From an optimization exercise on the open Yosys and OpenROAD flow, aimed at small area and a short achievable clock period; shortcuts taken in it are not production practice. Where RTL was checked, it was by simulation tests only, not by an equivalence proof against the original. The RTL of runs 1 to 3, 5 and 6 was laid out without a check of its function. Power and IR drop assume default switching activity.

`flow/design.v`:
```
`timescale 1ns/1ns
package ahb_pkg;
  localparam int HADDR_W = 32;
  localparam int HDATA_W = 32;
  localparam int BE_W    = HDATA_W / 8;
  typedef enum logic [1:0] {
    HTRANS_IDLE   = 2'b00,
    HTRANS_BUSY   = 2'b01,
    HTRANS_NONSEQ = 2'b10,
    HTRANS_SEQ    = 2'b11
  } htrans_t;
  typedef enum logic [2:0] {
    HSIZE_BYTE  = 3'b000,
    HSIZE_HWORD = 3'b001,
    HSIZE_WORD  = 3'b010
  } hsize_t;
  localparam logic HRESP_OKAY = 1'b0;
endpackage
`timescale 1ns/1ns
package timer_pkg;
  localparam logic [31:0] PRESCALE_OFS = 32'h0000_0000;
  localparam logic [31:0] IPENDING_OFS = 32'h0000_0008;
  localparam logic [31:0] IENABLE_OFS  = 32'h0000_000C;
  localparam logic [31:0] TIME_OFS     = 32'h0000_0010;
  localparam logic [31:0] TIME_MSB_OFS = 32'h0000_0014;
  localparam logic [31:0] TIMECMP_OFS  = 32'h0000_0018;
  localparam int TIMECMP_STRIDE = 8;
  localparam int TIME_W     = 64;
  localparam int PRESCALE_W = 32;
  typedef enum logic [2:0] {
    RD_PRESCALE = 3'd0,
    RD_IPENDING = 3'd1,
    RD_IENABLE  = 3'd2,
    RD_TIME_LO  = 3'd3,
    RD_TIME_HI  = 3'd4,
    RD_CMP_LO   = 3'd5,
    RD_CMP_HI   = 3'd6,
    RD_ZERO     = 3'd7
  } rd_sel_t;
endpackage
`timescale 1ns/1ns
module timer_bus_decode
(
  input  logic [31:6] addr_hi,
  input  logic        live,
  output logic        hi_zero,
  output logic        rd_ok
);
  assign hi_zero = ~|addr_hi;
  assign rd_ok   = live && hi_zero;
endmodule
`timescale 1ns/1ns
module ahb_timer #(
  parameter  int TIMERS      = 3,
  localparam int TIMER_IDX_W = (TIMERS > 1) ? $clog2(TIMERS) : 1
)
(
  input  logic                        HCLK,
  input  logic                        HRESETn,
  input  logic                        HSEL,
  input  logic [ahb_pkg::HADDR_W-1:0] HADDR,
  input  logic [ahb_pkg::HDATA_W-1:0] HWDATA,
  output logic [ahb_pkg::HDATA_W-1:0] HRDATA,
  input  logic                        HWRITE,
  input  logic [2:0]                  HSIZE,
  input  logic [2:0]                  HBURST,
  input  logic [3:0]                  HPROT,
  input  logic [1:0]                  HTRANS,
  output logic                        HREADYOUT,
  input  logic                        HREADY,
  output logic                        HRESP,
  output logic                        tint
);
  localparam int NW = 12;
  assign HREADYOUT = 1'b1;
  assign HRESP     = ahb_pkg::HRESP_OKAY;
  logic live;
  always_ff @(posedge HCLK or negedge HRESETn)
  begin
    if (!HRESETn)
      live <= 1'b0;
    else
      live <= 1'b1;
  end
  logic          hi_zero;
  logic          rd_ok;
  logic [3:0]    word;
  logic [NW-1:0] asel;
  logic          wr_xfer;
  logic [3:0]    be;
  timer_bus_decode u_hi (.addr_hi(HADDR[31:6]), .live, .hi_zero, .rd_ok);
  assign word = HADDR[5:2];
  always_comb
  begin
    for (int k = 0; k < NW; k++)
      asel[k] = (word == 4'(k));
  end
  assign wr_xfer = HSEL && HREADY && HWRITE && HTRANS[1];
  always_comb
  begin
    case (HSIZE)
      3'd0:    be = 4'b0001 << HADDR[1:0];
      3'd1:    be = 4'b0011 << HADDR[1:0];
      default: be = 4'b1111 << HADDR[1:0];
    endcase
  end
  logic          wr_ok;
  logic          wr_nok;
  logic [3:0]    wr_word;
  logic [3:0]    wr_be;
  logic [NW-1:0] ws;
  always_ff @(posedge HCLK or negedge HRESETn)
  begin
    if (!HRESETn)
    begin
      wr_ok  <= 1'b0;
      wr_nok <= 1'b1;
    end
    else
    begin
      wr_ok  <= wr_xfer && hi_zero;
      wr_nok <= !(wr_xfer && hi_zero);
    end
  end
  always_ff @(posedge HCLK)
  begin
    wr_word <= word;
    wr_be   <= be;
  end
  logic [NW-1:0][3:0] lane_wr;
  logic [NW-1:0][3:0] lane_keep;
  always_comb
  begin
    for (int k = 0; k < NW; k++)
    begin
      ws[k] = wr_ok && (wr_word == 4'(k));
      for (int b = 0; b < 4; b++)
      begin
        lane_wr[k][b]   = ws[k] && wr_be[b];
        lane_keep[k][b] = live && (wr_nok || (wr_word != 4'(k)) || !wr_be[b]);
      end
    end
  end
  function automatic logic [31:0] lane_merge(
    input logic [31:0] old_val,
    input logic [31:0] new_val,
    input logic [3:0]  wr,
    input logic [3:0]  keep
  );
    logic [31:0] res;
    for (int n = 0; n < 4; n++)
      res[n*8 +: 8] = (new_val[n*8 +: 8] & {8{wr[n]}}) | (old_val[n*8 +: 8] & {8{keep[n]}});
    lane_merge = res;
  endfunction
  function automatic logic [63:0] inc_flips(input logic [63:0] v);
    logic [15:0] grp;
    logic [15:0] below;
    logic [63:0] res;
    for (int j = 0; j < 16; j++)
      grp[j] = &v[4*j +: 4];
    below[0] = 1'b1;
    for (int j = 1; j < 16; j++)
      below[j] = &(grp | (16'hFFFF << j));
    for (int j = 0; j < 16; j++)
    begin
      res[4*j]     = below[j];
      res[4*j + 1] = below[j] & v[4*j];
      res[4*j + 2] = below[j] & (v[4*j] & v[4*j + 1]);
      res[4*j + 3] = below[j] & (v[4*j] & v[4*j + 1] & v[4*j + 2]);
    end
    inc_flips = res;
  endfunction
  function automatic logic [31:0] dec_flips(input logic [31:0] v);
    logic [7:0]  grp;
    logic [7:0]  below;
    logic [31:0] res;
    for (int j = 0; j < 8; j++)
      grp[j] = ~|v[4*j +: 4];
    below[0] = 1'b1;
    for (int j = 1; j < 8; j++)
      below[j] = &(grp | (8'hFF << j));
    for (int j = 0; j < 8; j++)
    begin
      res[4*j]     = below[j];
      res[4*j + 1] = below[j] & ~v[4*j];
      res[4*j + 2] = below[j] & ~(v[4*j] | v[4*j + 1]);
      res[4*j + 3] = below[j] & ~(v[4*j] | v[4*j + 1] | v[4*j + 2]);
    end
    dec_flips = res;
  endfunction
  logic [31:0]      prescale;
  logic             prescale_wr;
  logic             enabled;
  logic [2:0]       ienable;
  logic [63:0]      time_val;
  logic [63:0]      time_src;
  logic [2:0][63:0] cmp_vals;
  logic [31:0]      cnt;
  logic             count_en;
  logic [2:0]       ipending;
  always_ff @(posedge HCLK or negedge HRESETn)
  begin
    if (!HRESETn)
    begin
      prescale_wr <= 1'b0;
      enabled     <= 1'b0;
    end
    else
    begin
      prescale_wr <= ws[0];
      if (ws[0])
        enabled <= 1'b1;
    end
  end
  assign time_src = (count_en && !ws[4] && !ws[5]) ? (time_val ^ inc_flips(time_val)) : time_val;
  always_ff @(posedge HCLK)
  begin
    prescale        <= lane_merge(prescale, HWDATA, lane_wr[0], lane_keep[0]);
    ienable         <= lane_merge({29'b0, ienable}, HWDATA, lane_wr[3], lane_keep[3]) & 3'b111;
    time_val[31:0]  <= lane_merge(time_src[31:0], HWDATA, lane_wr[4], lane_keep[4]);
    time_val[63:32] <= lane_merge(time_src[63:32], HWDATA, lane_wr[5], lane_keep[5]);
    for (int n = 0; n < 3; n++)
    begin
      cmp_vals[n][31:0]  <= lane_merge(cmp_vals[n][31:0], HWDATA, lane_wr[6 + 2*n], lane_keep[6 + 2*n]);
      cmp_vals[n][63:32] <= lane_merge(cmp_vals[n][63:32], HWDATA, lane_wr[7 + 2*n], lane_keep[7 + 2*n]);
    end
  end
  logic cnt_zero;
  assign cnt_zero = (cnt == '0);
  always_ff @(posedge HCLK)
  begin
    if (prescale_wr || cnt_zero || !enabled)
      cnt <= prescale;
    else
      cnt <= cnt ^ dec_flips(cnt);
  end
  always_ff @(posedge HCLK or negedge HRESETn)
  begin
    if (!HRESETn)
      count_en <= 1'b0;
    else
      count_en <= enabled && cnt_zero;
  end
  logic [2:0] hit;
  always_comb
  begin
    for (int n = 0; n < 3; n++)
      hit[n] = (time_val == cmp_vals[n]) && !ws[6 + 2*n] && !ws[7 + 2*n];
  end
  always_ff @(posedge HCLK or negedge HRESETn)
  begin
    if (!HRESETn)
    begin
      ipending <= '0;
      tint     <= 1'b0;
    end
    else
    begin
      ipending <= enabled ? hit : 3'b000;
      tint     <= |(ipending & ienable);
    end
  end
  logic [NW-1:0][31:0] rwords;
  logic [31:0]         rmux;
  always_comb
  begin
    rwords     = '0;
    rwords[0]  = prescale;
    rwords[2]  = {29'b0, ipending};
    rwords[3]  = {29'b0, ienable};
    rwords[4]  = time_val[31:0];
    rwords[5]  = time_val[63:32];
    rwords[6]  = cmp_vals[0][31:0];
    rwords[7]  = cmp_vals[0][63:32];
    rwords[8]  = cmp_vals[1][31:0];
    rwords[9]  = cmp_vals[1][63:32];
    rwords[10] = cmp_vals[2][31:0];
    rwords[11] = cmp_vals[2][63:32];
    rmux = '0;
    for (int k = 0; k < NW; k++)
      rmux = rmux | (rwords[k] & {32{asel[k]}});
  end
  always_ff @(posedge HCLK)
  begin
    HRDATA <= rmux & {32{rd_ok}};
  end
endmodule
```
`flow/flow/run.sh`:
```
#!/bin/bash
# Standard layout, but with a plain buffer on every port instead of the
# delay cell that buffer_ports picks on its own
set -euo pipefail
export BUFFER_PORTS_ARGS="-buffer_cell sky130_fd_sc_hd__buf_2"
# Timing repair aims past the 8 ns constraint
export SETUP_SLACK_MARGIN=5.5
# Clock tree without the dummy loads CTS adds for balance
export CTS_ARGS="-sink_clustering_enable -repair_clock_nets -sink_clustering_size 30 -sink_clustering_max_diameter 60 -buf_list sky130_fd_sc_hd__clkbuf_16 -dont_use_dummy_load"
bash standard.sh > standard.log 2>&1
```
`flow/standard.sh`:
```
#!/bin/bash
# synth_recipe.tcl (not shown) runs the flow's synth.tcl, then flattens the netlist and writes it again
# the make line also repeats each setting of config.mk as NAME=value (left out here)
make -C /OpenROAD-flow-scripts/flow DESIGN_CONFIG=/design/flow/config.mk WORK_HOME=/design/flow/orfs CLKGATE_MAP_FILE= SYNTH_SCRIPT=/design/flow/synth_recipe.tcl "${@:-finish}"
```
`flow/config.mk`:
```
export PLATFORM = sky130hd
export DESIGN_NAME = ahb_timer
export DESIGN_NICKNAME = ahb_timer
export VERILOG_FILES = /design/flow/design.v
export SDC_FILE = /design/flow/constraint.sdc
export NUM_CORES = 4
export LEC_CHECK = 0
export CAP_MARGIN = 20
export CORE_MARGIN = 2
export CORE_UTILIZATION = 50
export CTS_BUF_LIST = sky130_fd_sc_hd__clkbuf_16
export CTS_CLUSTER_DIAMETER = 60
export CTS_CLUSTER_SIZE = 30
export SLEW_MARGIN = 20
export SYNTH_HIERARCHICAL = 1
```
`flow/constraint.sdc`:
```
create_clock -name core_clock -period 8.0 [get_ports {HCLK}]
set_input_delay 1.6000 -clock core_clock [delete_from_list [all_inputs] [get_ports {HCLK}]]
set_output_delay 1.6000 -clock core_clock [all_outputs]
set_load 0.01 [all_outputs]
```
==> results of run 1 <==
modules after synthesis, one instance, submodules excluded:
| module | area (sq um) | cells inside | flops+latches | times used |
|---|---|---|---|---|
| ahb_timer | 17700 | 1882 | 373 | 1 |
| timer_bus_decode | 77.6 | 12 | 0 | 1 |
worst paths after layout:
| kind | start | end | slack [ns] | depth (start not counted) |
|---|---|---|---|---|
| min | cnt[0] | cnt[0] | 0.42 | 1 |
| min reg2reg | cnt[0] | cnt[0] | 0.42 | 1 |
| max in group asynchronous | HRESETn | wr_nok | 6.79 | 1 |
| max reg2reg | time_val[0] | time_val[57] | 5.41 | 12 |
| max | HADDR[24] | HRDATA[13] | 5.29 | 6 |
| min in group asynchronous | HRESETn | prescale_wr | 0.94 | 1 |
what timing repair did:
item	in CTS	in global routing
pin swaps	26	21
gates cloned	4	1
endpoints found under the setup margin	162	117
buffers inserted	25	11
gates resized for setup	198	58
metal layers:
layer  track usage [%]  vias up
li1                  -     7005
met1              56.3     8035
met2              60.4     1177
met3              11.3      243
met4              23.5        8
met5                 0        -
through the flow:
step	worst slack, ns	cell area [sq um]	hold WS, ns	power (W)
2_1_floorplan	5.20	18000	0.406	0.00198
3_3_place_gp	4.52	18300	0.417	0.00203
3_5_place_dp	4.53	18300	0.422	0.00203
4_1_cts	5.36	20400	0.430	0.00344
5_1_grt	5.28	20800	0.463	0.00352
6_report	5.29	20800	0.424	0.00344
cell type report:
| cell class | instances | area (sq um) |
|---|---|---|
| fill | 3171 | 14500 |
| antenna | 2 | 5.00 |
| clock buffer | 34 | 851 |
| multi-input combinational | 1286 | 10200 |
| tap | 461 | 577 |
| timing repair inverter | 3 | 61.3 |
| sequential | 373 | 7590 |
| inverter | 60 | 241 |
| timing repair buffer | 160 | 1270 |
placed cells by master, fill, tap and decap left out, drive strengths merged, types with 31 or more instances in the layout:
cell type,Yosys,layout
nand2,124,124
a22oi,48,48
a22o,257,257
clkbuf,116,34
a221oi,31,31
and2,45,45
nor2,83,83
dfxtp,363,363
nand4,44,44
xnor2,102,102
nor4,51,51
a222oi,33,33
inv,60,62
a21oi,45,45
buf,59,159
xor2,113,113
o21ai,67,67
registers in the layout (all words and copies together) (netlist names):
| name | count |
|---|---|
| cnt | 32 |
| tint | 1 |
| prescale | 32 |
| wr_ok | 1 |
| prescale_wr | 1 |
| live | 1 |
| wr_nok | 1 |
| enabled | 1 |
| time_val | 64 |
| ipending | 3 |
| cmp_vals | 192 |
| wr_word | 4 |
| ienable | 3 |
| wr_be | 4 |
| count_en | 1 |
| HRDATA | 32 |
cell families after synthesis:
logic type / Yosys count / synth area share, %
other: 2 / 0.0422
AND/OR/NAND/NOR: 455 / 13.7
multiplexers: 14 / 0.795
AO/OA/AOI/OAI: 573 / 25.0
adder cells (fa/ha/maj): 26 / 1.83
flip-flops: 373 / 42.3
buffers and inverters: 236 / 5.84
XOR/XNOR: 215 / 10.6
report_power, final:
part,internal (W),switching (W),total [W]
Sequential,0.00186,0.0000100,0.00187
Combinational,0.0000346,0.000105,0.000140
Clock,0.000751,0.000681,0.00143
worst max-delay path, delay by kind of cell:
family	cells	cell delay (ns)
AOI/OAI and AO/OA	1	0.17
buffers and inverters	3	0.47
and+or+nand+nor	2	0.89
==> impl_metrics.env, run 1 <==
export IMPL_worst_slew_pin_slew_ns=1.26
export IMPL_relSlewSlack_pct=15.9
export IMPL_num_vias=16500
export IMPL_hp_class="reg -> reg"
export IMPL_grt_overflow=0
export IMPL_yosysTopAreaCellShare_pct=40.9
export IMPL_clk_pin_slew_worst_paths_ns=0.07
export IMPL_final_util_pct=58.9
export IMPL_io_buffers=105
export IMPL_top_layer="met5"
export IMPL_met1_length_um=31000
export IMPL_cp_cell_sequence="buf_6, or4_4, nor4_4, buf_6, clkinv_16, a31oi_4"
export IMPL_route_met2_wl_um=32200
export IMPL_period_share_pct=33.9
export IMPL_cap_violations=0
export IMPL_synth_area_sq_um=17800
export IMPL_finalSetupViolCount=0
export IMPL_crit_path_end_kind="flip-flop"
export IMPL_fin_setup_tns_ns=0
export IMPL_grt_pass1_wl_um=110000
export IMPL_cp_max_fo=8
export IMPL_worstPathRequired_ns=8.44
export IMPL_syn_inst=1894
export IMPL_dpl_cell_count=2302
export IMPL_htree_levels=2
export IMPL_period_needed_ns=2.71
export IMPL_synth_flop_cell="dfxtp_1"
export IMPL_synth_avg_cell_area_sq_um=9.39
export IMPL_cellLeakagePower_nw=8.10
export IMPL_synth_top_area_cell="dfxtp_1"
export IMPL_grtUsageTotal_pct=41.9
export IMPL_async_reset_ff_share_pct=2.68
export IMPL_layout_nets=2025
export IMPL_ant_nets=0
export IMPL_skew_ns=0.0493
export IMPL_synth_area_leaders="dfxtp_1 41%, a22o_1 13%, xor2_1 5.6%, xnor2_1 5.0%, nand2_1 2.6%"
export IMPL_cts_root_buf="clkbuf_16"
export IMPL_clkLatencyLatePin_ns=0.55
export IMPL_cts_hold_buf=0
export IMPL_grt_antenna_before_repair=3
export IMPL_cpMaxStageDelayCell="or4_4"
export IMPL_synth_edf_count=0
export IMPL_numCtsBuffers=34
export IMPL_drtPass1Iterations=8
export IMPL_io_pins=116
export IMPL_rsz0062_at_grt="yes"
export IMPL_cts_tree="yes"
export IMPL_hold_violations=0
export IMPL_gp_congestion=1.09
export IMPL_worst_setup_path_start_kind="input port"
export IMPL_grt_pass1_vias=15400
export IMPL_area_delta_synth_final_pct=16.9
export IMPL_core_sq_um=35300
export IMPL_peakVddDrop_mv=0.151
export IMPL_die_h_um=193
export IMPL_finalNonFillerCells=2379
export IMPL_synth_most_common_cell="dfxtp_1"
export IMPL_die_area_sq_um=37100
export IMPL_totalWireLength_um=78300
export IMPL_start_util_pct=50.4
export IMPL_num_rows=69
export IMPL_crit_top_cell="buf_6"
export IMPL_synth_seq_cells=373
export IMPL_drt_iter0_markers=2565
export IMPL_drt_wirelength_per_cell_um=32.9
export IMPL_power_per_cell_area_nw_per_um2=165
export IMPL_wl_met3_um=9860
export IMPL_grt_max_degree=57
export IMPL_slew_violations=0
export IMPL_critical_path_class="in -> reg"
export IMPL_ctsLongestPathBuffers=3
export IMPL_die_w_um=193
export IMPL_fmax_mhz=369
export IMPL_cts_sinks=373
export IMPL_drcViolationCount=0
export IMPL_synth_seq_area_share_pct=42.3
export IMPL_drive_above_1_share_pct=18.9
export IMPL_critPathMaxStageDelay_ns=0.54
export IMPL_synth_cell_type_count=73
export IMPL_worstPathArrival_ns=3.16
export IMPL_status="complete, no violations"
export IMPL_yosys_warnings=7
export IMPL_hpwl_um=54300
export IMPL_synth_common_cells="363 x dfxtp_1, 257 x a22o_1, 123 x nand2_1"
export IMPL_via_per_inst=6.92
==> run 2, diff against run 1 <==
--- a/flow/flow/run.sh
+++ b/flow/flow/run.sh
@@ -6,3 +6,3 @@
 # Timing repair aims past the 8 ns constraint
-export SETUP_SLACK_MARGIN=5.5
+export SETUP_SLACK_MARGIN=5.4
 # Clock tree without the dummy loads CTS adds for balance
==> run 2 against run 1 <==
Against the previous run: worst setup slack got worse by 0.071 ns; utilization decreased by 2.6 points; synthesized cell count unchanged; power decreased by 2.5%; fmax decreased by 2.5%; clock skew decreased by 0.0019 ns; count of clock-buffer cells in the layout decreased by 3; die area unchanged; first-iteration DRC count decreased by 6.2%; highest routed layer unchanged; clock power decreased by 6%; sequential power about the same; non-clock buffer count decreased by 15.
==> impl_metrics.env, run 2 <==
export IMPL_peakVddDrop_mv=0.159
export IMPL_synth_top_family_by_area="compound AO/OA/AOI/OAI gates"
export IMPL_final_common_cell="dfxtp_1"
export IMPL_finalSetupViolCount=0
export IMPL_timing_hold_ws_ns=0.439
export IMPL_grt_antenna_before_repair=1
export IMPL_status="complete, no violations"
export IMPL_synth_top_area_cell="dfxtp_1"
export IMPL_numCtsBuffers=31
export IMPL_clkLatencyLatePin_ns=0.60
export IMPL_final_cell_mix="336 x dfxtp_1, 257 x a22o_1, 123 x nand2_1, 113 x xor2_1, 102 x xnor2_1"
export IMPL_path_buf_inv=0
export IMPL_cts_sinks=373
export IMPL_num_vias=16400
export IMPL_drt_wirelength_per_cell_um=32.0
export IMPL_skew_ns=0.0474
export IMPL_worst_hold_path_num_cells=1
export IMPL_hp_class="reg -> reg"
export IMPL_reg_top3="cmp_vals x192, time_val x64"
export IMPL_synth_common_cells="363 x dfxtp_1, 257 x a22o_1, 123 x nand2_1"
export IMPL_dp_slack_ns=4.29
export IMPL_die_h_um=193
export IMPL_slew_violations=0
export IMPL_area_delta_synth_final_pct=11.7
export IMPL_hp_start="cnt[0]"
export IMPL_synth_seq_area_share_pct=42.3
export IMPL_drt_iter0_markers=2405
export IMPL_yosysTopAreaCellShare_pct=40.9
export IMPL_r2r_start="time_val[24]"
export IMPL_critical_path_class="reg -> reg"
export IMPL_gp_congestion=1.03
export IMPL_crit_family="simple AND/OR/NAND/NOR gates"
export IMPL_hold_violations=0
export IMPL_cts_hold_buf=0
export IMPL_worstPathRequired_ns=8.41
export IMPL_synth_edf_count=0
export IMPL_grt_max_degree=51
export IMPL_worst_setup_path_start_kind="flip-flop"
export IMPL_die_area_sq_um=37100
export IMPL_core_sq_um=35300
export IMPL_io_pins=116
export IMPL_cpMaxStageDelayCell="nor4_1"
export IMPL_crit_path_end_kind="flip-flop"
export IMPL_cellLeakagePower_nw=7.81
export IMPL_fmax_mhz=359
export IMPL_clk_pin_slew_worst_paths_ns=0.08
export IMPL_syn_inst=1894
export IMPL_cp_max_fo=9
export IMPL_fin_setup_tns_ns=0
export IMPL_final_util_pct=56.3
export IMPL_synth_simple_area_share_pct=13.7
export IMPL_worstPathArrival_ns=3.19
export IMPL_worst_slew_pin_slew_ns=1.20
export IMPL_rsz0062_at_grt="yes"
export IMPL_drcViolationCount=0
export IMPL_synth_avg_cell_area_sq_um=9.39
export IMPL_synth_compound_area_share_pct=25.0
export IMPL_drive_above_1_share_pct=15.1
export IMPL_power_per_cell_area_nw_per_um2=169
export IMPL_reg2regPathDepth=4
export IMPL_cts_tree="yes"
export IMPL_htree_levels=1
export IMPL_synth_seq_cells=373
export IMPL_synth_area_sq_um=17800
export IMPL_io_buffers=105
export IMPL_period_needed_ns=2.78
export IMPL_cts_root_buf="clkbuf_16"
export IMPL_top_register="cmp_vals"
export IMPL_period_share_pct=34.8
export IMPL_postLayoutSetupSlackWorst_ns=5.22
export IMPL_synthXorXnorAreaFrac_pct=10.6
export IMPL_largest_register_ffs=192
export IMPL_crit_start="time_val[24]"
export IMPL_grt_overflow=0
export IMPL_synth_area_leaders="dfxtp_1 41%, a22o_1 13%, xor2_1 5.6%, xnor2_1 5.0%, nand2_1 2.6%"
export IMPL_synth_flop_cell="dfxtp_1"
export IMPL_synthMuxAreaShare_pct=0.795
export IMPL_synth_most_common_cell="dfxtp_1"
export IMPL_async_reset_ff_share_pct=2.68
export IMPL_ctsLongestPathBuffers=3
export IMPL_relSlewSlack_pct=19.5
export IMPL_ant_nets=0
export IMPL_crit_top_cell="nor4_1"
export IMPL_critPathMaxStageDelay_ns=1.02
export IMPL_cp_cell_sequence="xor2_1, nor4_1, nand4_1, nor4_1"
export IMPL_cap_violations=0
export IMPL_die_w_um=193
export IMPL_synthAdderAreaFrac_pct=1.83
export IMPL_totalWireLength_um=75600
export IMPL_synth_cell_type_count=73
export IMPL_grt_pass1_vias=14800
export IMPL_crit_cells=4
export IMPL_grtUsageTotal_pct=39.9
export IMPL_grt_pass1_wl_um=106000
export IMPL_layout_nets=2006
export IMPL_start_util_pct=50.4
export IMPL_drtPass1Iterations=8
export IMPL_via_per_inst=6.93
export IMPL_hpwl_um=53500
export IMPL_yosys_warnings=7
export IMPL_num_rows=69
## run 2: what timing repair did
item / in CTS / in global routing
setup endpoints to repair: 142 / 86
pin swaps: 11 / 8
setup buffers: 22 / 4
cloned: 1 / 1
gates resized for setup: 78 / 56
## run 2: per-stage QoR
stage | cells | cell area, sq um | total power [W]
global route | 2358 | 19900 | 0.00342
detailed placement | 2299 | 18300 | 0.00203
CTS | 2353 | 19600 | 0.00334
floorplan | 1895 | 18000 | 0.00198
finish | 2363 | 19900 | 0.00335
global placement | 2299 | 18300 | 0.00203
## run 2: cells by family (layout without fill, tap and decap cells)
family,after synthesis,after routing
AO/OA/AOI/OAI,573,573
AND/OR/NAND/NOR,455,456
flip-flops,373,373
buffers and inverters,236,237
XOR/XNOR,215,215
adder cells (fa/ha/maj),26,26
multiplexers,14,14
other,2,8
## run 2: per-module statistics from Yosys (local to each module, per instance)
module            cells inside  times used  flip-flops and latches  area (sq um)
timer_bus_decode            12           1                       0          77.6
ahb_timer                 1882           1                     373         17700
## run 2: cell type report
type / instances / area (sq um)
flip-flops and latches: 373 / 7580
well taps: 461 / 577
repair inverters: 1 / 11.3
diodes: 5 / 12.5
repair buffers: 145 / 1030
inverters: 60 / 241
multi-input cells: 1287 / 9650
fillers: 3204 / 15400
clock buffers: 31 / 776
## run 2: layer usage
layer,share of wire (%),global-route usage [%],vias to the layer above,wire length (um)
li1,-,-,6971,-
met1,41,55.9,8008,30600
met2,42,59.2,1206,31800
met3,13,9.47,198,9510
met4,4.8,15.3,2,3630
met5,0.083,1.37,-,63
## run 2: worst paths after layout
| kind | end | slack, ns |
|---|---|---|
| worst min register to register | cnt[0] | 0.44 |
| worst max-delay path | ipending[2] | 5.22 |
| worst min-delay path | cnt[0] | 0.44 |
| worst max register to register | ipending[2] | 5.22 |
| max in group asynchronous | wr_nok | 6.78 |
| min in group asynchronous | tint | 0.91 |
## run 2: report_power, final
group          internal, W  total (W)  switching, W
clock network     0.000676    0.00135      0.000674
logic            0.0000304   0.000135      0.000104
registers          0.00186    0.00187     0.0000105
==> run 3, diff against run 2 <==
==> flow/flow/run.sh (replaced) <==
#!/bin/bash
# Standard layout, but with a plain buffer on every port instead of the
# delay cell that buffer_ports picks on its own
set -euo pipefail
export BUFFER_PORTS_ARGS="-buffer_cell sky130_fd_sc_hd__buf_2"
# Timing repair aims past the 8 ns constraint
export SETUP_SLACK_MARGIN=5.5
# Clock tree without the dummy loads CTS adds for balance
export CTS_ARGS='-sink_clustering_enable -repair_clock_nets -sink_clustering_size 30 -sink_clustering_max_diameter 60 -buf_list {sky130_fd_sc_hd__clkbuf_8 sky130_fd_sc_hd__clkbuf_16} -dont_use_dummy_load'
bash standard.sh > standard.log 2>&1
==> run 3 against run 2 <==
Against the previous run: power is 2.6% higher; clock skew is 0.0019 ns higher; first-iteration DRC count is 6.7% higher; fmax is 2.6% higher; wire length is 3.6% higher; sequential share of layout area is 1.6 points lower; clock power is 6% higher; hold slack worse by 0.015 ns; non-clock buffer count is 15 higher; final cell count is 0.68% higher; highest routed layer unchanged.
==> impl_metrics.env, run 3 <==
export IMPL_num_rows=69
export IMPL_synth_cell_type_count=73
export IMPL_fin_setup_tns_ns=0
export IMPL_critPathMaxStageDelay_ns=0.54
export IMPL_synth_flop_cell="dfxtp_1"
export IMPL_synth_avg_cell_area_sq_um=9.39
export IMPL_critical_path_class="in -> reg"
export IMPL_r2r_end="time_val[57]"
export IMPL_worstPathArrival_ns=3.16
export IMPL_yosysTopAreaCellShare_pct=40.9
export IMPL_grt_antenna_before_repair=3
export IMPL_cts_root_buf="clkbuf_16"
export IMPL_status="complete, no violations"
export IMPL_top_register="cmp_vals"
export IMPL_period_needed_ns=2.71
export IMPL_synth_area_leaders="dfxtp_1 41%, a22o_1 13%, xor2_1 5.6%, xnor2_1 5.0%, nand2_1 2.6%"
export IMPL_finalSetupViolCount=0
export IMPL_ctsLongestPathBuffers=3
export IMPL_htree_levels=2
export IMPL_drive_above_1_share_pct=18.9
export IMPL_grt_overflow=0
export IMPL_cap_violations=0
export IMPL_period_share_pct=33.9
export IMPL_r2r_slack_ns=5.41
export IMPL_final_common_cell="dfxtp_1"
export IMPL_die_h_um=193
export IMPL_peakVddDrop_mv=0.151
export IMPL_hp_start="cnt[0]"
export IMPL_drt_wirelength_per_cell_um=32.9
export IMPL_reg_top3="cmp_vals x192, time_val x64"
export IMPL_synth_common_cells="363 x dfxtp_1, 257 x a22o_1, 123 x nand2_1"
export IMPL_largest_register_ffs=192
export IMPL_die_w_um=193
export IMPL_layout_nets=2025
export IMPL_hpwl_um=54300
export IMPL_drtPass1Iterations=8
export IMPL_crit_path_end_kind="flip-flop"
export IMPL_hold_violations=0
export IMPL_drt_iter0_markers=2565
export IMPL_skew_ns=0.0493
export IMPL_synth_top_area_cell="dfxtp_1"
export IMPL_io_pins=116
export IMPL_cellLeakagePower_nw=8.10
export IMPL_hp_class="reg -> reg"
export IMPL_num_vias=16500
export IMPL_cts_sinks=373
export IMPL_cp_max_fo=8
export IMPL_worstPathRequired_ns=8.44
export IMPL_synth_edf_count=0
export IMPL_start_util_pct=50.4
export IMPL_grt_pass1_vias=15400
export IMPL_synth_seq_area_share_pct=42.3
export IMPL_slew_violations=0
export IMPL_rsz0062_at_grt="yes"
export IMPL_grt_pass1_wl_um=110000
export IMPL_ant_nets=0
export IMPL_area_delta_synth_final_pct=16.9
export IMPL_gp_congestion=1.09
export IMPL_clkLatencyLatePin_ns=0.55
export IMPL_min_to="cnt[0]"
export IMPL_grt_max_degree=57
export IMPL_grtUsageTotal_pct=41.9
export IMPL_worst_slew_pin_slew_ns=1.26
export IMPL_cp_cell_sequence="buf_6, or4_4, nor4_4, buf_6, clkinv_16, a31oi_4"
export IMPL_clk_pin_slew_worst_paths_ns=0.07
export IMPL_via_per_inst=6.92
export IMPL_power_per_cell_area_nw_per_um2=165
export IMPL_cts_tree="yes"
export IMPL_die_area_sq_um=37100
export IMPL_crit_top_cell="buf_6"
export IMPL_numCtsBuffers=34
export IMPL_async_reset_ff_share_pct=2.68
export IMPL_synth_area_sq_um=17800
export IMPL_totalWireLength_um=78300
export IMPL_worst_setup_path_start_kind="input port"
export IMPL_synth_seq_cells=373
export IMPL_fmax_mhz=369
export IMPL_relSlewSlack_pct=15.9
export IMPL_io_buffers=105
export IMPL_cpMaxStageDelayCell="or4_4"
export IMPL_r2r_start="time_val[0]"
export IMPL_syn_inst=1894
export IMPL_drcViolationCount=0
export IMPL_reg2regPathDepth=12
export IMPL_core_sq_um=35300
export IMPL_final_cell_mix="331 x dfxtp_1, 257 x a22o_1, 119 x nand2_1, 113 x xor2_1, 99 x xnor2_1"
export IMPL_synth_most_common_cell="dfxtp_1"
export IMPL_yosys_warnings=7
export IMPL_worst_hold_path_num_cells=1
export IMPL_timing_hold_ws_ns=0.424
==> run 3: worst max-delay path by stage <==
| stage | startpoint | endpoint | slack (ns) | depth (start not counted) |
|---|---|---|---|---|
| floorplan | HADDR[23] | HRDATA[27] | 5.20 | 5 |
| detailed placement | HADDR[23] | HRDATA[17] | 4.53 | 5 |
| global route | HADDR[24] | HRDATA[13] | 5.28 | 6 |
| CTS | time_val[0] | time_val[61] | 5.36 | 12 |
| global placement | HADDR[23] | HRDATA[17] | 4.52 | 5 |
| finish | HADDR[24] | HRDATA[13] | 5.29 | 6 |
==> run 3: repair_timing <==
item                                    4_1_cts  5_1_grt
gates resized for setup                     198       58
gates cloned                                  4        1
hold buffers                                  0        0
pin swaps                                    26       21
buffers inserted                             25       11
endpoints found under the setup margin      162      117
endpoints found under the hold margin         0        0
==> run 3: Yosys stat by module (local to each module, per instance) <==
| module | copies in the design | cells | area [sq um] |
|---|---|---|---|
| ahb_timer | 1 | 1882 | 17700 |
| timer_bus_decode | 1 | 12 | 77.6 |
==> run 3: stage by stage <==
stage | util [%] | instance area, sq um | total power [W] | setup WS [ns] | std cells
2_1_floorplan | - | 18000 | 0.00198 | 5.20 | 1895
3_3_place_gp | 51.9 | 18300 | 0.00203 | 4.52 | 2302
3_5_place_dp | 51.9 | 18300 | 0.00203 | 4.53 | 2302
4_1_cts | 57.8 | 20400 | 0.00344 | 5.36 | 2365
5_1_grt | 58.8 | 20800 | 0.00352 | 5.28 | 2377
6_report | 58.9 | 20800 | 0.00344 | 5.29 | 2379
==> run 3: per-layer routing <==
layer | part of all wire, % | up-vias | GRT usage (%) | wire length, um
li1 | - | 7005 | - | -
met2 | 41 | 1177 | 60.4 | 32200
met5 | 0.11 | - | 0 | 90
met4 | 6.6 | 8 | 23.5 | 5140
met1 | 40 | 8035 | 56.3 | 31000
met3 | 13 | 243 | 11.3 | 9860
==> run 3: final cells by class <==
class,instances,area (sq um)
inverter,60,241
timing repair inverter,3,61.3
antenna,2,5.00
multi-input combinational,1286,10200
timing repair buffer,160,1270
fill,3171,14500
sequential,373,7590
tap,461,577
clock buffer,34,851
==> run 3: cells by family after synthesis <==
kind of cell | share of synthesized area, %
fa+ha+maj | 1.83
mux | 0.795
xor+xnor | 10.6
buf+inv | 5.84
other cells | 0.0422
compound gates | 25.0
simple gates | 13.7
flops | 42.3
==> run 3: report_power, final <==
part	total (W)	leakage (nW)	switching, W	internal, W
Clock	0.00143	0.419	0.000681	0.000751
Sequential	0.00187	3.08	0.0000100	0.00186
Combinational	0.000140	4.60	0.000105	0.0000346
==> run 3: worst max-delay path, delay by kind of cell <==
kind | cells | cell delay [ns]
simple gates | 2 | 0.89
compound gates | 1 | 0.17
buf+inv | 3 | 0.47
==> run 4, diff against run 3 <==
--- a/flow/design.v
+++ b/flow/design.v
@@ -162,3 +162,3 @@
     for (int j = 1; j < 16; j++)
-      below[j] = &(grp | (16'hFFFF << j));
+      below[j] = below[j-1] & grp[j-1];
     for (int j = 0; j < 16; j++)
@@ -167,4 +167,4 @@
       res[4*j + 1] = below[j] & v[4*j];
-      res[4*j + 2] = below[j] & (v[4*j] & v[4*j + 1]);
-      res[4*j + 3] = below[j] & (v[4*j] & v[4*j + 1] & v[4*j + 2]);
+      res[4*j + 2] = below[j] & v[4*j] & v[4*j + 1];
+      res[4*j + 3] = below[j] & v[4*j] & v[4*j + 1] & v[4*j + 2];
     end
@@ -180,3 +180,3 @@
     for (int j = 1; j < 8; j++)
-      below[j] = &(grp | (8'hFF << j));
+      below[j] = below[j-1] & grp[j-1];
     for (int j = 0; j < 8; j++)
@@ -185,4 +185,4 @@
       res[4*j + 1] = below[j] & ~v[4*j];
-      res[4*j + 2] = below[j] & ~(v[4*j] | v[4*j + 1]);
-      res[4*j + 3] = below[j] & ~(v[4*j] | v[4*j + 1] | v[4*j + 2]);
+      res[4*j + 2] = below[j] & ~v[4*j] & ~v[4*j + 1];
+      res[4*j + 3] = below[j] & ~v[4*j] & ~v[4*j + 1] & ~v[4*j + 2];
     end
--- a/flow/flow/run.sh
+++ b/flow/flow/run.sh
@@ -8,3 +8,3 @@
 # Clock tree without the dummy loads CTS adds for balance
-export CTS_ARGS='-sink_clustering_enable -repair_clock_nets -sink_clustering_size 30 -sink_clustering_max_diameter 60 -buf_list {sky130_fd_sc_hd__clkbuf_8 sky130_fd_sc_hd__clkbuf_16} -dont_use_dummy_load'
+export CTS_ARGS="-sink_clustering_enable -repair_clock_nets -sink_clustering_size 30 -sink_clustering_max_diameter 60 -buf_list sky130_fd_sc_hd__clkbuf_16 -dont_use_dummy_load"
 bash standard.sh > standard.log 2>&1
==> run 4 against run 3 <==
Against the previous run: highest routed layer is now met4; hold slack better by 0.056 ns; sequential power barely moved; global-route usage is 2.2 points lower; clock power shrank 6%; critical path type is now reg -> reg; flip-flop and latch count is the same.
==> impl_metrics.env, run 4 <==
export IMPL_synth_top_area_cell="dfxtp_1"
export IMPL_cap_violations=0
export IMPL_final_cell_mix="314 x dfxtp_1, 259 x a22o_1, 129 x nand2_1, 87 x xnor2_1, 87 x xor2_1"
export IMPL_worst_slew_pin_slew_ns=1.11
export IMPL_async_reset_ff_share_pct=2.68
export IMPL_worstPathRequired_ns=8.44
export IMPL_via_per_inst=6.94
export IMPL_die_h_um=192
export IMPL_slew_violations=0
export IMPL_critical_path_class="reg -> reg"
export IMPL_relSlewSlack_pct=26.0
export IMPL_crit_cells=14
export IMPL_core_sq_um=34600
export IMPL_cellLeakagePower_nw=8.06
export IMPL_ctsLongestPathBuffers=3
export IMPL_synth_seq_area_share_pct=42.7
export IMPL_totalWireLength_um=75500
export IMPL_status="complete, no violations"
export IMPL_synth_seq_cells=373
export IMPL_yosys_warnings=7
export IMPL_die_area_sq_um=36700
export IMPL_grt_overflow=0
export IMPL_setup_worst_path_end="time_val[39]"
export IMPL_fin_setup_tns_ns=0
export IMPL_drt_wirelength_per_cell_um=32.4
export IMPL_peakVddDrop_mv=0.184
export IMPL_synth_cell_type_count=61
export IMPL_synth_common_cells="363 x dfxtp_1, 259 x a22o_1, 133 x nand2_1"
export IMPL_clk_pin_slew_worst_paths_ns=0.07
export IMPL_num_vias=16200
export IMPL_crit_family="simple AND/OR/NAND/NOR gates"
export IMPL_hp_class="reg -> reg"
export IMPL_start_util_pct=50.8
export IMPL_largest_register_ffs=192
export IMPL_worst_setup_path_start_kind="flip-flop"
export IMPL_crit_top_cell="ha_4"
export IMPL_r2r_end="time_val[39]"
export IMPL_syn_inst=1821
export IMPL_skew_ns=0.0454
export IMPL_grt_antenna_before_repair=0
export IMPL_numCtsBuffers=31
export IMPL_cts_root_buf="clkbuf_16"
export IMPL_hpwl_um=51400
export IMPL_num_rows=68
export IMPL_period_needed_ns=2.77
export IMPL_dp_slack_ns=4.46
export IMPL_r2r_slack_ns=5.23
export IMPL_top_register="cmp_vals"
export IMPL_drt_iter0_markers=2509
export IMPL_synth_area_leaders="dfxtp_1 41%, a22o_1 13%, ha_1 5.0%, xnor2_1 4.4%, xor2_1 4.3%"
export IMPL_cts_hold_buf=0
export IMPL_synth_flop_cell="dfxtp_1"
export IMPL_hold_violations=0
export IMPL_final_common_cell="dfxtp_1"
export IMPL_power_per_cell_area_nw_per_um2=159
export IMPL_worstPathArrival_ns=3.22
export IMPL_path_buf_inv=3
export IMPL_htree_levels=1
export IMPL_n_antenna_cell=0
export IMPL_fmax_mhz=360
export IMPL_grt_pass1_vias=14600
export IMPL_cp_max_fo=3
export IMPL_grtUsageTotal_pct=39.7
export IMPL_rsz0062_at_grt="yes"
export IMPL_critPathMaxStageDelay_ns=0.46
export IMPL_synth_area_sq_um=17600
export IMPL_postLayoutSetupSlackWorst_ns=5.23
export IMPL_ant_nets=0
export IMPL_crit_start="time_val[1]"
export IMPL_synth_avg_cell_area_sq_um=9.67
export IMPL_cp_cell_sequence="ha_4, nand3_4, nor4_4, nand2_2, or4_4, buf_4, buf_6, inv_4, ha_4, ha_4, ha_4, nand2_2, xor2_1, o21ai_1"
export IMPL_crit_path_end_kind="flip-flop"
export IMPL_drtPass1Iterations=9
export IMPL_reg2regPathDepth=14
export IMPL_drcViolationCount=0
export IMPL_reg_top3="cmp_vals x192, time_val x64"
export IMPL_grt_pass1_wl_um=105000
export IMPL_cpMaxStageDelayCell="or4_4"
export IMPL_drive_above_1_share_pct=22.5
export IMPL_layout_nets=2030
export IMPL_area_delta_synth_final_pct=20.1
export IMPL_synth_most_common_cell="dfxtp_1"
export IMPL_synth_edf_count=0
export IMPL_yosysTopAreaCellShare_pct=41.3
export IMPL_period_share_pct=34.7
export IMPL_io_buffers=105
export IMPL_clkLatencyLatePin_ns=0.60
export IMPL_die_w_um=192
export IMPL_io_pins=116
export IMPL_gp_congestion=1.14
export IMPL_grt_max_degree=67
export IMPL_r2r_start="time_val[1]"
export IMPL_power_w=0.00337
export IMPL_cts_sinks=373
export IMPL_final_util_pct=61.1
export IMPL_cts_tree="yes"
export IMPL_finalSetupViolCount=0
[run 4: cell count changes after synthesis, sizes merged, moves of 31 or more]
cell,previous run,this run
clkbuf,116,66
ha,26,70
nor2,83,40
o21ai,67,109
and2,45,5
a21oi,45,14
[run 4: repair_timing]
action                                  4_1_cts  5_1_grt
pin swaps                                    23       27
cloned                                        3        2
endpoints found under the setup margin      316      201
gates resized for setup                     171      150
buffers inserted                             19       15
[run 4: area by class of cell]
cell class                 count  area, sq um
fill                        2930        13500
tap                          455          569
timing repair buffer         171         1370
clock buffer                  31          776
multi-input combinational   1222        10500
inverter                      78          312
timing repair inverter         2         32.5
sequential                   373         7620
[run 4: Yosys stat by module (local to each module, per instance)]
module | flops+latches | cells
ahb_timer | 373 | 1809
timer_bus_decode | 0 | 12
[run 4: kinds of logic after synthesis]
kind of cell	synth area share, %
mux	2.35
xor+xnor	8.76
buf+inv	5.49
fa+ha+maj	4.98
flops	42.7
other cells	0.0427
compound gates	25.4
simple gates	10.2
[run 4: tightest hold or removal path, cell delays in order, from the launching register on]
cell and delay (ns):
dfxtp_1 0.33, nand2_1 0.06, o21ai_0 0.06
[run 4: worst min-delay path by stage]
stage	slack [ns]	to	from	depth (start not counted)
3_5_place_dp	0.48	cnt[0]	cnt[0]	1
4_1_cts	0.48	cnt[14]	prescale[14]	2
3_3_place_gp	0.44	cnt[0]	cnt[0]	1
2_1_floorplan	0.42	cnt[0]	cnt[0]	1
5_1_grt	0.51	cnt[0]	cnt[0]	1
6_report	0.48	cnt[14]	prescale[14]	2
[run 4: per-stage QoR]
step	cells	hold slack, ns	instance area (sq um)
floorplan	1822	0.425	17900
global placement	2260	0.443	18400
detailed placement	2261	0.480	18500
CTS	2314	0.481	20200
global route	2332	0.507	21100
finish	2332	0.480	21100
[run 4: layer usage]
layer,track usage [%],wire [um],share of wire [%]
met5,0,0,0
met4,18.0,4310,5.7
met3,8.04,9230,12
met2,59.0,31500,42
met1,55.3,30500,40
[run 4: where the power goes]
group,switching (W),leakage (nW),internal [W],total [W]
clock network,0.000674,0.382,0.000676,0.00135
logic,0.000120,4.59,0.0000371,0.000157
registers,0.0000109,3.09,0.00185,0.00186
total,0.000804,8.06,0.00257,0.00337
==> run 5, diff against run 4 <==
--- a/flow/design.v
+++ b/flow/design.v
@@ -85,3 +85,3 @@
   logic          hi_zero;
-  logic          rd_ok;
+  logic [3:0]    rd_ok;
   logic [3:0]    word;
@@ -90,3 +90,6 @@
   logic [3:0]    be;
-  timer_bus_decode u_hi (.addr_hi(HADDR[31:6]), .live, .hi_zero, .rd_ok);
+  timer_bus_decode u_hi0 (.addr_hi(HADDR[31:6]), .live, .hi_zero,           .rd_ok(rd_ok[0]));
+  timer_bus_decode u_hi1 (.addr_hi(HADDR[31:6]), .live, .hi_zero(),         .rd_ok(rd_ok[1]));
+  timer_bus_decode u_hi2 (.addr_hi(HADDR[31:6]), .live, .hi_zero(),         .rd_ok(rd_ok[2]));
+  timer_bus_decode u_hi3 (.addr_hi(HADDR[31:6]), .live, .hi_zero(),         .rd_ok(rd_ok[3]));
   assign word = HADDR[5:2];
@@ -162,3 +165,3 @@
     for (int j = 1; j < 16; j++)
-      below[j] = below[j-1] & grp[j-1];
+      below[j] = &(grp | (16'hFFFF << j));
     for (int j = 0; j < 16; j++)
@@ -167,4 +170,4 @@
       res[4*j + 1] = below[j] & v[4*j];
-      res[4*j + 2] = below[j] & v[4*j] & v[4*j + 1];
-      res[4*j + 3] = below[j] & v[4*j] & v[4*j + 1] & v[4*j + 2];
+      res[4*j + 2] = below[j] & (v[4*j] & v[4*j + 1]);
+      res[4*j + 3] = below[j] & (v[4*j] & v[4*j + 1] & v[4*j + 2]);
     end
@@ -180,3 +183,3 @@
     for (int j = 1; j < 8; j++)
-      below[j] = below[j-1] & grp[j-1];
+      below[j] = &(grp | (8'hFF << j));
     for (int j = 0; j < 8; j++)
@@ -185,4 +188,4 @@
       res[4*j + 1] = below[j] & ~v[4*j];
-      res[4*j + 2] = below[j] & ~v[4*j] & ~v[4*j + 1];
-      res[4*j + 3] = below[j] & ~v[4*j] & ~v[4*j + 1] & ~v[4*j + 2];
+      res[4*j + 2] = below[j] & ~(v[4*j] | v[4*j + 1]);
+      res[4*j + 3] = below[j] & ~(v[4*j] | v[4*j + 1] | v[4*j + 2]);
     end
@@ -284,3 +287,4 @@
   begin
-    HRDATA <= rmux & {32{rd_ok}};
+    for (int b = 0; b < 4; b++)
+      HRDATA[b*8 +: 8] <= rmux[b*8 +: 8] & {8{rd_ok[b]}};
   end
==> run 5 against run 4 <==
Against the previous run: sequential share of layout area is 0.64 points lower; hold slack improved by 0.025 ns; synthesized cell count up 4.0%; flip-flop and latch count did not move; wire length increased by 12%; worst setup slack got worse by 0.041 ns; first-iteration DRC count is 1.7% higher; fmax down 1.5%; clock power down 4%; critical path depth down 7; clock skew rose by 0.0054 ns; synthesized area is 1.9% higher.
==> impl_metrics.env, run 5 <==
export IMPL_status="complete, no violations"
export IMPL_hp_start="prescale[20]"
export IMPL_hpwl_um=60600
export IMPL_pwr_share_clk_pct=37.6
export IMPL_finalNonFillerCells=2428
export IMPL_final_cell_mix="311 x dfxtp_1, 262 x a22o_1, 121 x xnor2_1, 94 x nand2_1, 78 x inv_1"
export IMPL_drt_iter0_markers=2552
export IMPL_path_buf_inv=3
export IMPL_finalSetupViolCount=0
export IMPL_io_pins=116
export IMPL_cp_max_fo=8
export IMPL_grt_max_degree=49
export IMPL_clk_pin_slew_worst_paths_ns=0.07
export IMPL_grtUsageTotal_pct=43.1
export IMPL_pwr_share_seq_pct=54.8
export IMPL_num_rows=69
export IMPL_period_needed_ns=2.82
export IMPL_final_common_cell="dfxtp_1"
export IMPL_worstPathArrival_ns=3.31
export IMPL_drtPass1Iterations=7
export IMPL_r2r_start="wr_word[0]"
export IMPL_slew_violations=0
export IMPL_via_per_inst=7.24
export IMPL_largest_register_ffs=192
export IMPL_start_util_pct=50.6
export IMPL_relSlewSlack_pct=27.5
export IMPL_hp_class="reg -> reg"
export IMPL_crit_start="HADDR[16]"
export IMPL_die_area_sq_um=37400
export IMPL_clkLatencyLatePin_ns=0.61
export IMPL_postLayoutSetupSlackWorst_ns=5.18
export IMPL_power_w=0.00345
export IMPL_grt_pass1_wl_um=119000
export IMPL_dp_slack_ns=4.15
export IMPL_skew_ns=0.0508
export IMPL_final_util_pct=60.6
export IMPL_top_register="cmp_vals"
export IMPL_fmax_mhz=355
export IMPL_worst_setup_path_start_kind="input port"
export IMPL_synth_avg_cell_area_sq_um=9.48
export IMPL_syn_inst=1893
export IMPL_grt_pass1_vias=16400
export IMPL_hold_violations=0
export IMPL_die_h_um=193
export IMPL_p_sw_w=0.000883
export IMPL_dpl_cell_count=2351
export IMPL_period_share_pct=35.2
export IMPL_cts_sinks=373
export IMPL_cp_cell_sequence="buf_8, nor4_4, nand4_1, nor4_4, inv_2, buf_12, a31oi_4"
export IMPL_r2r_slack_ns=5.35
export IMPL_reg_top3="cmp_vals x192, time_val x64"
export IMPL_peakVddDrop_mv=0.179
export IMPL_cpMaxStageDelayCell="nor4_4"
export IMPL_cts_root_buf="clkbuf_16"
export IMPL_area_delta_synth_final_pct=19.8
export IMPL_layout_nets=2076
export IMPL_n_antenna_cell=0
export IMPL_critPathMaxStageDelay_ns=0.69
export IMPL_die_w_um=193
export IMPL_crit_top_cell="nor4_4"
export IMPL_io_buffers=105
export IMPL_htree_levels=1
export IMPL_core_sq_um=35500
export IMPL_numCtsBuffers=29
export IMPL_grt_antenna_before_repair=4
export IMPL_ctsLongestPathBuffers=3
export IMPL_crit_path_end_kind="flip-flop"
export IMPL_cts_tree="yes"
export IMPL_intPower_w=0.00257
export IMPL_ant_nets=0
export IMPL_worstPathRequired_ns=8.49
export IMPL_cellLeakagePower_nw=7.81
export IMPL_fin_setup_tns_ns=0
export IMPL_totalWireLength_um=84500
export IMPL_drcViolationCount=0
export IMPL_combPwrFrac_pct=7.5
export IMPL_gp_congestion=1.06
export IMPL_swShare_pct=25.6
export IMPL_rsz0062_at_grt="yes"
export IMPL_power_per_cell_area_nw_per_um2=161
export IMPL_drive_above_1_share_pct=23.3
export IMPL_cap_violations=0
export IMPL_worst_slew_pin_slew_ns=1.08
export IMPL_drt_wirelength_per_cell_um=34.8
export IMPL_crit_family="simple AND/OR/NAND/NOR gates"
export IMPL_critical_path_class="in -> reg"
export IMPL_synth_area_sq_um=17900
export IMPL_num_vias=17600
export IMPL_grt_overflow=0
export IMPL_yosys_warnings=7
[run 5: routing by layer]
| layer | part of all wire (%) | wire length, um | vias to the layer above | track usage, % |
|---|---|---|---|---|
| met4 | 7.6 | 6430 | 8 | 24.7 |
| met2 | 42 | 35400 | 1317 | 64.4 |
| met3 | 13 | 10800 | 362 | 12.7 |
| met1 | 38 | 31800 | 8499 | 55.7 |
| li1 | - | - | 7388 | - |
| met5 | 0.098 | 83 | - | 0 |
[run 5: worst paths after layout]
check | cells past startpoint | endpoint
max | 7 | HRDATA[12]
min | 2 | cnt[20]
max reg2reg | 6 | cmp_vals[103]
min reg2reg | 2 | cnt[20]
max in group asynchronous | 1 | wr_nok
min in group asynchronous | 1 | live
[run 5: repair_timing]
action | 4_1_cts | 5_1_grt
hold buffers | 0 | 0
setup buffers | 24 | 18
endpoints found under the setup margin | 361 | 269
gates cloned | 4 | 2
pin swaps | 27 | 26
gates resized for setup | 174 | 130
[run 5: cell type report]
type / instances / area, sq um
Clock buffer: 29 / 726
Fill cell: 3005 / 14000
Inverter: 85 / 339
Multi-Input combinational cell: 1296 / 10700
Sequential cell: 373 / 7610
Tap cell: 461 / 577
Timing Repair Buffer: 184 / 1550
[run 5: metrics by stage]
stage                     hold slack, ns  cell area [sq um]
after floorplan                    0.442              18300
after global placement             0.472              18900
after detailed placement           0.478              19000
after CTS                          0.499              20700
after global routing               0.516              21500
final                              0.505              21500
[run 5: worst reg2reg max path, cell delays in order, from the launching register on]
cell,delay [ns]
dfxtp_1,0.33
buf_4,0.34
nand2b_1,0.35
buf_4,0.31
nor2_2,0.49
a21oi_1,0.37
a22o_1,0.32
[run 5: power groups by stage]
stage	clock network (W)	registers [W]	logic [W]
2_1_floorplan	0	0.00191	0.000138
3_3_place_gp	0	0.00193	0.000220
3_5_place_dp	0	0.00193	0.000221
4_1_cts	0.00130	0.00189	0.000232
5_1_grt	0.00137	0.00189	0.000263
6_report	0.00130	0.00189	0.000260
==> run 6, diff against run 5 <==
--- a/flow/flow/run.sh
+++ b/flow/flow/run.sh
@@ -6,3 +6,3 @@
 # Timing repair aims past the 8 ns constraint
-export SETUP_SLACK_MARGIN=5.5
+export SETUP_SLACK_MARGIN=5.4
 # Clock tree without the dummy loads CTS adds for balance
==> run 6 against run 5 <==
Against the previous run: still clean on timing, DRC and antenna; final area down 3.3%; flip-flop and latch count unchanged; worst setup slack improved by 0.12 ns; die area is the same; combinational power down 8%; via count shrank 1.9%; first-iteration DRC count down 11%; synthesized area unchanged; count of clock-buffer cells in the layout did not move; register-to-register slack worse by 0.05 ns; global-route usage decreased by 1.3 points; sequential share of layout area increased by 1.1 points; critical endpoint is now cmp_vals[177]; largest power group unchanged.
==> impl_metrics.env, run 6 <==
export IMPL_gr_usage_met3_pct=10.3
export IMPL_synth_area_sq_um=17900
export IMPL_layout_nets=2049
export IMPL_drcViolationCount=0
export IMPL_critPathMaxStageDelay_ns=0.72
export IMPL_cellLeakagePower_nw=7.61
export IMPL_cts_tree="yes"
export IMPL_io_pins=116
export IMPL_skew_ns=0.0833
export IMPL_cpMaxStageDelayCell="nor2_1"
export IMPL_worst_slew_pin_slew_ns=1.16
export IMPL_cap_violations=0
export IMPL_postLayoutSetupSlackWorst_ns=5.30
export IMPL_worst_setup_path_start_kind="flip-flop"
export IMPL_cp_cell_sequence="or3b_2, nor2_1, a21oi_1, a22o_1"
export IMPL_drtPass1Iterations=9
export IMPL_largest_register_ffs=192
export IMPL_met1_usage_pct=55.2
export IMPL_grtUsageTotal_pct=41.8
export IMPL_busiest_layer="met2"
export IMPL_grt_pass1_wl_um=115000
export IMPL_hpwl_um=59700
export IMPL_cts_hold_buf=0
export IMPL_crit_path_end_kind="flip-flop"
export IMPL_area_delta_synth_final_pct=15.9
export IMPL_peakVddDrop_mv=0.167
export IMPL_critical_path_class="reg -> reg"
export IMPL_drt_wirelength_per_cell_um=33.9
export IMPL_yosys_warnings=7
export IMPL_synth_avg_cell_area_sq_um=9.48
export IMPL_hold_violations=0
export IMPL_rsz0062_at_grt="yes"
export IMPL_reg_top3="cmp_vals x192, time_val x64"
export IMPL_io_buffers=105
export IMPL_clk_pin_slew_worst_paths_ns=0.06
export IMPL_worstPathRequired_ns=8.44
export IMPL_final_cell_mix="325 x dfxtp_1, 263 x a22o_1, 123 x xnor2_1, 96 x nand2_1, 83 x buf_2"
export IMPL_grt_max_degree=41
export IMPL_hp_class="reg -> reg"
export IMPL_period_needed_ns=2.70
export IMPL_die_area_sq_um=37400
export IMPL_die_h_um=193
export IMPL_grt_pass1_vias=15900
export IMPL_grt_antenna_before_repair=3
export IMPL_htree_levels=1
export IMPL_die_w_um=193
export IMPL_final_common_cell="dfxtp_1"
export IMPL_period_share_pct=33.7
export IMPL_start_util_pct=50.6
export IMPL_syn_inst=1893
export IMPL_finalSetupViolCount=0
export IMPL_drt_iter0_markers=2266
export IMPL_dp_slack_ns=4.00
export IMPL_fmax_mhz=371
export IMPL_ctsLongestPathBuffers=3
export IMPL_num_vias=17200
export IMPL_clkLatencyLatePin_ns=0.62
export IMPL_worstPathArrival_ns=3.14
export IMPL_numCtsBuffers=29
export IMPL_fin_setup_tns_ns=0
export IMPL_ant_nets=0
export IMPL_top_register="cmp_vals"
export IMPL_power_per_cell_area_nw_per_um2=165
export IMPL_fillers=3110
export IMPL_core_sq_um=35500
export IMPL_slew_violations=0
export IMPL_via_per_inst=7.18
export IMPL_met2_usage_pct=63.0
export IMPL_gp_congestion=1.06
export IMPL_cts_sinks=373
export IMPL_cp_max_fo=8
export IMPL_num_rows=69
export IMPL_relSlewSlack_pct=22.3
export IMPL_grt_overflow=0
export IMPL_status="complete, no violations"
export IMPL_drive_above_1_share_pct=19.8
export IMPL_totalWireLength_um=81400
export IMPL_cts_root_buf="clkbuf_16"
run 6: path summary, 6_finish.rpt:
check | startpoint | to | slack (ns) | cells after the start
max | wr_word[3] | cmp_vals[177] | 5.30 | 4
min | cnt[31] | cnt[31] | 0.51 | 1
max reg2reg | wr_word[3] | cmp_vals[177] | 5.30 | 4
min reg2reg | cnt[31] | cnt[31] | 0.51 | 1
max in group asynchronous | HRESETn | wr_nok | 6.83 | 1
min in group asynchronous | HRESETn | live | 0.90 | 1
run 6: critical path: cells and delay by family, from the launching register on:
family,cells,cell delay (ns)
compound gates,2,0.83
flops,1,0.48
simple gates,2,1.27
run 6: stage by stage:
| stage | utilization (%) | total power, W | instances | hold WS [ns] | cell area [sq um] |
|---|---|---|---|---|---|
| finish | 58.6 | 0.00343 | 2403 | 0.508 | 20800 |
| global route | 58.6 | 0.00349 | 2401 | 0.522 | 20800 |
| CTS | 57.0 | 0.00341 | 2392 | 0.505 | 20200 |
| detailed placement | 53.3 | 0.00216 | 2347 | 0.472 | 18900 |
| global placement | 53.3 | 0.00215 | 2347 | 0.467 | 18900 |
| floorplan | - | 0.00205 | 1894 | 0.442 | 18300 |
run 6: repair_timing:
action	in CTS	in global routing
setup endpoints to repair	259	211
cloned	2	0
buffers inserted	14	8
pin swaps	11	14
resized for setup	97	108
run 6: area by class of cell:
cell class	count	area, sq um	area share, %
multi-input combinational	1295	10500	50.3
sequential	373	7580	36.5
timing repair buffer	158	1100	5.30
clock buffer	29	726	3.49
tap	461	577	2.77
inverter	85	347	1.67
antenna	2	5.00	0.0241
run 6: metal layers:
metal	wire length [um]	up-vias	share of wire (%)
li1	-	7310	-
met1	31600	8349	39
met2	34400	1254	42
met3	9750	327	12
met4	5760	4	7.1
met5	22	-	0.027
run 6: power by group:
part	leakage (nW)	internal (W)	switching, W
sequential	3.08	0.00186	0.0000303
clock	0.357	0.000635	0.000660
combinational	4.17	0.0000613	0.000179
total	7.61	0.00256	0.000870
==> run 7, diff against run 6 <==
--- a/flow/design.v
+++ b/flow/design.v
@@ -50,2 +50,11 @@
   assign rd_ok   = live && hi_zero;
+endmodule
+`timescale 1ns/1ns
+module timer_compare
+(
+  input  logic [63:0] time_val,
+  input  logic [63:0] cmp_val,
+  output logic        eq
+);
+  assign eq = (time_val == cmp_val);
 endmodule
@@ -246,3 +255,7 @@
   end
+  logic [2:0] eq;
   logic [2:0] hit;
+  timer_compare u_cmp0 (.time_val, .cmp_val(cmp_vals[0]), .eq(eq[0]));
+  timer_compare u_cmp1 (.time_val, .cmp_val(cmp_vals[1]), .eq(eq[1]));
+  timer_compare u_cmp2 (.time_val, .cmp_val(cmp_vals[2]), .eq(eq[2]));
   always_comb
@@ -250,3 +263,3 @@
     for (int n = 0; n < 3; n++)
-      hit[n] = (time_val == cmp_vals[n]) && !ws[6 + 2*n] && !ws[7 + 2*n];
+      hit[n] = eq[n] && !ws[6 + 2*n] && !ws[7 + 2*n];
   end
==> flow/flow/run.sh (replaced) <==
#!/bin/bash
# Standard layout, but with a plain buffer on every port instead of the
# delay cell that buffer_ports picks on its own
set -euo pipefail
export BUFFER_PORTS_ARGS="-buffer_cell sky130_fd_sc_hd__buf_2"
# Timing repair aims past the 8 ns constraint
export SETUP_SLACK_MARGIN=5.5
# Clock tree without the dummy loads CTS adds for balance
export CTS_ARGS="-sink_clustering_enable -repair_clock_nets -sink_clustering_size 30 -sink_clustering_max_diameter 90 -buf_list sky130_fd_sc_hd__clkbuf_16 -dont_use_dummy_load"
bash standard.sh > standard.log 2>&1
==> run 7 against run 6 <==
Against the previous run: still clean; clock skew down 0.040 ns; hold slack got worse by 0.050 ns; flip-flop and latch count did not move; largest cell class unchanged; highest routed layer unchanged.
==> impl_metrics.env, run 7 <==
export IMPL_worst_hold_path_num_cells=1
export IMPL_drive_above_1_share_pct=23.1
export IMPL_slew_violations=0
export IMPL_power_per_cell_area_nw_per_um2=144
export IMPL_cp_cell_sequence="buf_2, nor4_2, nand4_1, nor4_4, bufinv_8, a31oi_1"
export IMPL_met2_usage_pct=57.4
export IMPL_worstPathArrival_ns=3.18
export IMPL_fillers=3035
export IMPL_postLayoutCellArea_sq_um=20800
export IMPL_reg_top3="cmp_vals x192, time_val x64"
export IMPL_finalSetupViolCount=0
export IMPL_grt_pass1_vias=14700
export IMPL_ant_nets=0
export IMPL_cpMaxStageDelayCell="nor4_4"
export IMPL_drt_wirelength_per_cell_um=29.5
export IMPL_period_needed_ns=2.71
export IMPL_die_h_um=190
export IMPL_dpl_cell_count=2292
export IMPL_die_area_sq_um=36300
export IMPL_gr_usage_met3_pct=9.00
export IMPL_area_delta_synth_final_pct=19.8
export IMPL_min_to="cnt[0]"
export IMPL_relSlewSlack_pct=22.4
export IMPL_grt_overflow=0
export IMPL_hp_start="cnt[0]"
export IMPL_critical_path_class="in -> reg"
export IMPL_period_share_pct=33.9
export IMPL_rsz0062_at_grt="yes"
export IMPL_busiest_layer="met2"
export IMPL_syn_inst=1790
export IMPL_final_cell_mix="308 x dfxtp_1, 256 x a22o_1, 225 x xor2_1, 144 x nand2_1"
export IMPL_cts_tree="yes"
export IMPL_cellLeakagePower_nw=8.86
export IMPL_io_pins=116
export IMPL_peakVddDrop_mv=0.195
export IMPL_r2r_end="cmp_vals[63]"
export IMPL_cap_violations=0
export IMPL_clkLatencyLatePin_ns=0.55
export IMPL_largest_register_ffs=192
export IMPL_layout_nets=2028
export IMPL_postPlaceCellArea_sq_um=18700
export IMPL_crit_path_end_kind="flip-flop"
export IMPL_start_util_pct=50.6
export IMPL_totalWireLength_um=70000
export IMPL_numCtsBuffers=16
export IMPL_worst_setup_path_start_kind="input port"
export IMPL_worst_slew_pin_slew_ns=1.16
export IMPL_cp_max_fo=8
export IMPL_via_per_inst=6.76
export IMPL_num_vias=16000
export IMPL_fmax_mhz=369
export IMPL_hp_class="reg -> reg"
export IMPL_grt_antenna_before_repair=1
export IMPL_grtUsageTotal_pct=37.6
export IMPL_drt_iter0_markers=1997
export IMPL_synth_avg_cell_area_sq_um=9.71
export IMPL_status="complete, no violations"
export IMPL_finalNonFillerCells=2375
export IMPL_ctsLongestPathBuffers=3
export IMPL_drcViolationCount=0
export IMPL_hpwl_um=47300
export IMPL_grt_pass1_wl_um=101000
export IMPL_critPathMaxStageDelay_ns=0.52
export IMPL_top_register="cmp_vals"
export IMPL_reg2regPathDepth=5
export IMPL_clk_pin_slew_worst_paths_ns=0.11
export IMPL_skew_ns=0.0428
export IMPL_r2r_slack_ns=5.40
export IMPL_num_rows=68
export IMPL_final_common_cell="dfxtp_1"
export IMPL_grt_max_degree=42
export IMPL_die_w_um=190
export IMPL_cts_sinks=373
export IMPL_io_buffers=105
export IMPL_synth_area_sq_um=17400
export IMPL_worstPathRequired_ns=8.47
export IMPL_core_sq_um=34400
export IMPL_drtPass1Iterations=9
export IMPL_final_util_pct=60.6
export IMPL_r2r_start="wr_word[2]"
export IMPL_hold_violations=0
export IMPL_htree_levels=1
export IMPL_gp_congestion=1.03
export IMPL_timing_hold_ws_ns=0.457
export IMPL_yosys_warnings=7
export IMPL_met1_usage_pct=51.3
export IMPL_fin_setup_tns_ns=0
export IMPL_cts_root_buf="clkbuf_16"
export IMPL_cts_hold_buf=0
==> run 7: changes by cell type in the layout (fill, tap and decap cells not counted), moves of 26 or more <==
cell | previous run | this run
inv_1 | 80 | 32
nand2_1 | 96 | 144
o21ai_0 | 51 | 82
buf_4 | 46 | 80
a21oi_1 | 34 | 8
xnor2_1 | 123 | 32
xor2_1 | 71 | 225
nand4_1 | 58 | 31
==> run 7: final cells by class <==
| cell class | count | area, sq um | share of cell area, % |
|---|---|---|---|
| inverters | 37 | 180 | 0.865 |
| well taps | 455 | 569 | 2.73 |
| repair buffers | 207 | 1680 | 8.05 |
| multi-input cells | 1286 | 10400 | 49.8 |
| flip-flops and latches | 373 | 7630 | 36.6 |
| diodes | 1 | 2.50 | 0.0120 |
| clock buffers | 16 | 400 | 1.92 |
==> run 7: worst max-delay path, delay by kind of cell <==
| family | cells | cell delay [ns] |
|---|---|---|
| compound gates | 1 | 0.16 |
| buf+inv | 2 | 0.44 |
| simple gates | 3 | 0.97 |
==> run 7: repair_timing <==
item                                    in CTS  in global routing
pin swaps                                   26                 28
gates cloned                                 2                  1
buffers inserted                            29                 34
resized for setup                          168                111
endpoints found under the setup margin     251                243
==> run 7: how the worst max path moves through the flow <==
| stage | from | to | slack (ns) | cells after the start |
|---|---|---|---|---|
| 2_1_floorplan | HADDR[3] | HRDATA[20] | 5.30 | 6 |
| 3_3_place_gp | HADDR[4] | HRDATA[11] | 4.13 | 5 |
| 3_5_place_dp | HADDR[4] | HRDATA[23] | 4.11 | 5 |
| 4_1_cts | HADDR[24] | HRDATA[9] | 5.32 | 5 |
| 5_1_grt | HADDR[13] | HRDATA[13] | 5.24 | 6 |
| 6_report | HADDR[13] | HRDATA[14] | 5.29 | 6 |
==> run 7: through the flow <==
stage               power [W]  setup WS (ns)
finish                0.00300           5.29
detailed placement    0.00205           4.11
CTS                   0.00299           5.32
floorplan             0.00198           5.30
global route          0.00307           5.24
global placement      0.00205           4.13
==> run 7: metal layers <==
layer  part of all wire [%]  wire, um  vias up
li1                       -         -     7028
met1                     41     28500     7903
met4                    4.8      3340        2
met5                  0.020        14        -
met3                     11      7350      181
met2                     44     30800      933
==> run 7: power breakdown <==
part	switching [W]	internal, W	total (W)
Combinational	0.000132	0.0000459	0.000178
Clock	0.000595	0.000365	0.000960
Sequential	0.00000592	0.00185	0.00186
Total	0.000733	0.00226	0.00300

-- afterwards: timing with drivers on the ports --
The results above use ideal ports. As a check the final layouts listed here were re-extracted and re-timed, cells and wires unchanged. Step 1 (the two cells are an assumption about what drives the block):
set clk [get_ports {HCLK}]
set_driving_cell -lib_cell sky130_fd_sc_hd__clkbuf_16 $clk
set_driving_cell -lib_cell sky130_fd_sc_hd__buf_2 [delete_from_list [all_inputs] $clk]
Step 2 moves the port delays by t, midway between the first and last clock arrival at a register: inputs arrive t later, outputs are due t later. That takes back most of the time a late clock gives input paths. Three values: no drivers, after step 1, after step 2; two values: the first two.
run | shift t [ns] | slack for setup (ns) | pins driven straight from the clock port
run 1 | 0.583 | 5.287 / 5.310 / 4.727 | 1
run 2 | 0.631 | 5.217 / 5.217 / 4.786 | 1
run 3 | 0.583 | 5.287 / 5.310 / 4.727 | 1
run 4 | 0.639 | 5.226 / 5.226 / 4.728 | 1
run 5 | 0.645 | 5.185 / 5.195 / 4.551 | 1
run 6 | 0.635 | 5.305 / 5.276 / 4.752 | 1
run 7 | 0.581 | 5.290 / 5.310 / 4.729 | 1
After both steps setup and hold are still met in every run listed. The setup slack of run 5, which loses most, moves by +0.010 ns with the drivers and by -0.634 ns with both steps.
